Source: an optimization exercise on an open RTL-to-GDS flow (aim: small area, a short achievable clock period and few clock cycles per item). Production flows keep margins and buffers that such runs may drop. Function was checked by simulation only, so behaviour that the tests miss may differ from the original. Power and IR drop assume default switching activity.

## the reference run
Design conv2d_stream, start of the top module:
module conv2d_stream #(
    parameter int DATA_W = 8,
    parameter int COEF_W = 8,
    parameter int IMG_W  = 8,
    parameter int IMG_H  = 8,
    parameter int ACC_W  = 20,
    parameter int SHIFT  = 4,
    parameter int OUT_W  = 16
) (
    input  logic              clk,
    input  logic              in_st,
    input  logic              coef_we,
    input  logic [3:0]        coef_addr,
    input  logic [COEF_W-1:0] coef_din,
    input  logic              pix_valid,
    output logic              pix_ready,
    input  logic [DATA_W-1:0] pix_din,
    output logic [OUT_W-1:0]  dout,
    output logic              out_st,
    input  logic              out_ready,
    output logic              frame_done
);
export LEC_CHECK = 0
export CAP_MARGIN = 20
export CORE_MARGIN = 2
export CORE_UTILIZATION = 60
export CTS_CLUSTER_DIAMETER = 100
export CTS_CLUSTER_SIZE = 24
export PLACE_DENSITY = 0.7
export SETUP_SLACK_MARGIN = 4.0
export SLEW_MARGIN = 20
export TNS_END_PERCENT = 30
create_clock -name core_clock -period 6.5 [get_ports {clk}]
standard.sh (not shown) runs the stock make flow with config.mk's settings and CLKGATE_MAP_FILE= SYNTH_SCRIPT=/design/flow/synth_recipe.tcl, a recipe that flattens the netlist after the stock synthesis.
==> flow/flow/run.sh <==
#!/bin/bash
# Standard ORFS layout, with one netlist step between synthesis and floorplan:
# flow/polfix.py re-chooses full-adder and AND/NAND polarities to drop inverters.
set -euo pipefail
R=orfs/results/${FLOW_PLATFORM:-sky130hd}/conv2d_stream/base
bash standard.sh synth > synth.log 2>&1
cp $R/1_2_yosys.v $R/1_2_yosys.orig.v
python3 flow/polfix.py $R/1_2_yosys.orig.v $R/1_2_yosys.pf.v > polfix.log 2>&1
cp $R/1_2_yosys.pf.v $R/1_2_yosys.v
touch $R/1_2_yosys.v
bash standard.sh finish > finish.log 2>&1
grep -c polinv_ $R/1_2_yosys.v >> polfix.log || true
Other scripts of this flow, unchanged in this note and not shown: flow/flow/polfix.py
Testbench counts of the reference run, summed over its fixed seeds: cycles 16,512, items 9,216.
For the trial run, these inputs were changed with respect to the reference run:
# the reference run
export LEC_CHECK = 0
export CAP_MARGIN = 20
export CORE_MARGIN = 2
export CORE_UTILIZATION = 60
export CTS_CLUSTER_DIAMETER = 100
export CTS_CLUSTER_SIZE = 24
export PLACE_DENSITY = 0.7
export SETUP_SLACK_MARGIN = 4.0
export SLEW_MARGIN = 20
export TNS_END_PERCENT = 30
create_clock -name core_clock -period 6.5 [get_ports {clk}]
# the trial run
export LEC_CHECK = 0
export CAP_MARGIN = 20
export CORE_MARGIN = 2
export CORE_UTILIZATION = 60
export CTS_CLUSTER_DIAMETER = 100
export CTS_CLUSTER_SIZE = 24
export PLACE_DENSITY = 0.7
export SETUP_SLACK_MARGIN = 4.0
export SLEW_MARGIN = 20
create_clock -name core_clock -period 6.5 [get_ports {clk}]
Notes after the runs:
- Per the final summary, the trial run finished and its layout is clean on timing, DRC and antenna.
- Leakage component of the power for the trial run is higher than for the reference run.
- Relative to the reference run, the final clock period utilization by the worst path of the trial run is lower by 1.2 points.
- Changes observed in the trial run relative to the reference run: worst supply voltage drop on vdd grew by about 20%, relative slew slack shrank by 3.5 points, internal reg-to-reg setup slack grew by 0.08 ns.
- Area: the trial run vs the reference run -> the trial run larger
- Pin count of the biggest net entering global routing: lower on the reference run
- The higher shortest clock period the worst path allows after layout came out of the reference run.

* * *

Starting RTL as in the previous note.
Design conv2d_stream, start of the top module:
module conv2d_stream #(
    parameter int DATA_W = 8,
    parameter int COEF_W = 8,
    parameter int IMG_W  = 8,
    parameter int IMG_H  = 8,
    parameter int ACC_W  = 20,
    parameter int SHIFT  = 4,
    parameter int OUT_W  = 16
) (
    input  logic              clk,
    input  logic              in_st,
    input  logic              coef_we,
    input  logic [3:0]        coef_addr,
    input  logic [COEF_W-1:0] coef_din,
    input  logic              pix_valid,
    output logic              pix_ready,
    input  logic [DATA_W-1:0] pix_din,
    output logic [OUT_W-1:0]  dout,
    output logic              out_st,
    input  logic              out_ready,
    output logic              frame_done
);
clock: 6.5 ns
lec_check: 0
cap_margin: 20
core_margin: 2
core_utilization: 60
cts_cluster_diameter: 110
cts_cluster_size: 26
place_density: 0.7
setup_slack_margin: 4.0
slew_margin: 20
Scripts as last shown in full above: flow/flow/run.sh
Other scripts of this flow, unchanged in this note and not shown: flow/flow/polfix.py
Testbench counts at the start, summed over its fixed seeds: cycles 16,512, items 9,216.
Rerun with:
Settings changed: CORE_UTILIZATION 60 to 70, CTS_CLUSTER_DIAMETER 110 to 100, CTS_CLUSTER_SIZE 26 to 24, PLACE_DENSITY 0.7 to 0.8.
The new run went through all stages and came out clean.
Hold slack is about the same.
Wire length went up by 2.4%.
Clock skew went down by 0.019 ns.
Maximum frequency hardly moves.
Design area went down by 0.67%.
Worst setup slack stays flat.
Rerun with:
Settings changed: CORE_UTILIZATION 70 to 60, PLACE_DENSITY 0.8 to 0.7, SETUP_SLACK_MARGIN 4.0 to 4.1.
=>
- The changed run went through all stages and came out clean
- wire length drops by 1.2%
- clock-buffer cell count is unchanged
- total power climbs by 1.1%

* * *

run 1:
Starting RTL as in the previous note.
Settings: LEC_CHECK=0, CAP_MARGIN=20, CORE_MARGIN=2, CORE_UTILIZATION=60, CTS_CLUSTER_DIAMETER=100, CTS_CLUSTER_SIZE=24, GPL_ROUTABILITY_DRIVEN=0, PLACE_DENSITY=0.7, SETUP_SLACK_MARGIN=4.0, SLEW_MARGIN=20; clock period 6.5 ns.
Scripts as last shown in full above: flow/flow/run.sh
Other scripts of this flow, unchanged in this note and not shown: flow/flow/polfix.py
Testbench counts of run 1, summed over its fixed seeds: cycles 16,512, items 9,216.
Modified inputs, run 2 compared to run 1
Settings: removing GPL_ROUTABILITY_DRIVEN (formerly 0); changing SETUP_SLACK_MARGIN from 4.0 to 3.8.
Findings:
- The highest routed metal layer comes out met5 in one run and met4 in the other, namely in run 1 and run 2 respectively.
- | reported net switching power | higher: run 1 |
- Cell count: run 2 lower than run 1
- Destination of the critical timing path = r1_812: run 2; destination of the critical timing path = r2_1200: run 1
- Diff run 2..run 1 | number of cells produced by synthesis | unchanged
- On worst-case clock skew, the lower figure sits with run 2, not run 1.
- On worst hold slack, run 1 tracks run 2 almost exactly.

[static timing again, ports no longer ideal]
How much do the figures lean on ideal ports? The routed layouts below were timed once more, with nothing changed but the port constraints.
Step 1: set_driving_cell puts a clkbuf_16 on clk and a buf_2 on each other input, an assumption about the parent block.
Step 2 also shifts input and output timing later by t, the mid clock arrival at the registers, as if the neighbouring blocks saw the same clock.
Slacks: no drivers / after step 1 / after step 2; pairs: no drivers / after step 1.
run	shift t [ns]	slack for setup (ns)	worst hold slack (ns)	worst setup path at the end	worst register clock-pin slew, ns
the reference run	0.681	3.921 / 3.921 / 3.441	0.334 / 0.334 / 0.334	input to register	0.10 / 0.10
the trial run	0.678	3.996 / 3.953 / 3.404	0.332 / 0.332 / 0.332	input to register	0.10 / 0.10
the first run of note 2	0.684	3.990 / 3.947 / 3.403	0.334 / 0.334 / 0.334	input to register	0.12 / 0.12
the second run of note 2	0.669	3.991 / 3.964 / 3.427	0.336 / 0.336 / 0.336	input to register	0.11 / 0.11
the third run of note 2	0.677	3.978 / 3.955 / 3.333	0.333 / 0.333 / 0.333	input to register	0.11 / 0.11
run 1	0.682	3.993 / 3.959 / 3.393	0.334 / 0.334 / 0.334	input to register	0.10 / 0.10
run 2	0.679	3.841 / 3.812 / 3.336	0.334 / 0.334 / 0.334	input to register	0.11 / 0.11
After both steps every run listed still meets setup and hold. For the third run of note 2, which loses most, drivers alone change the setup slack by -0.023 ns; drivers and shift together by -0.645 ns.
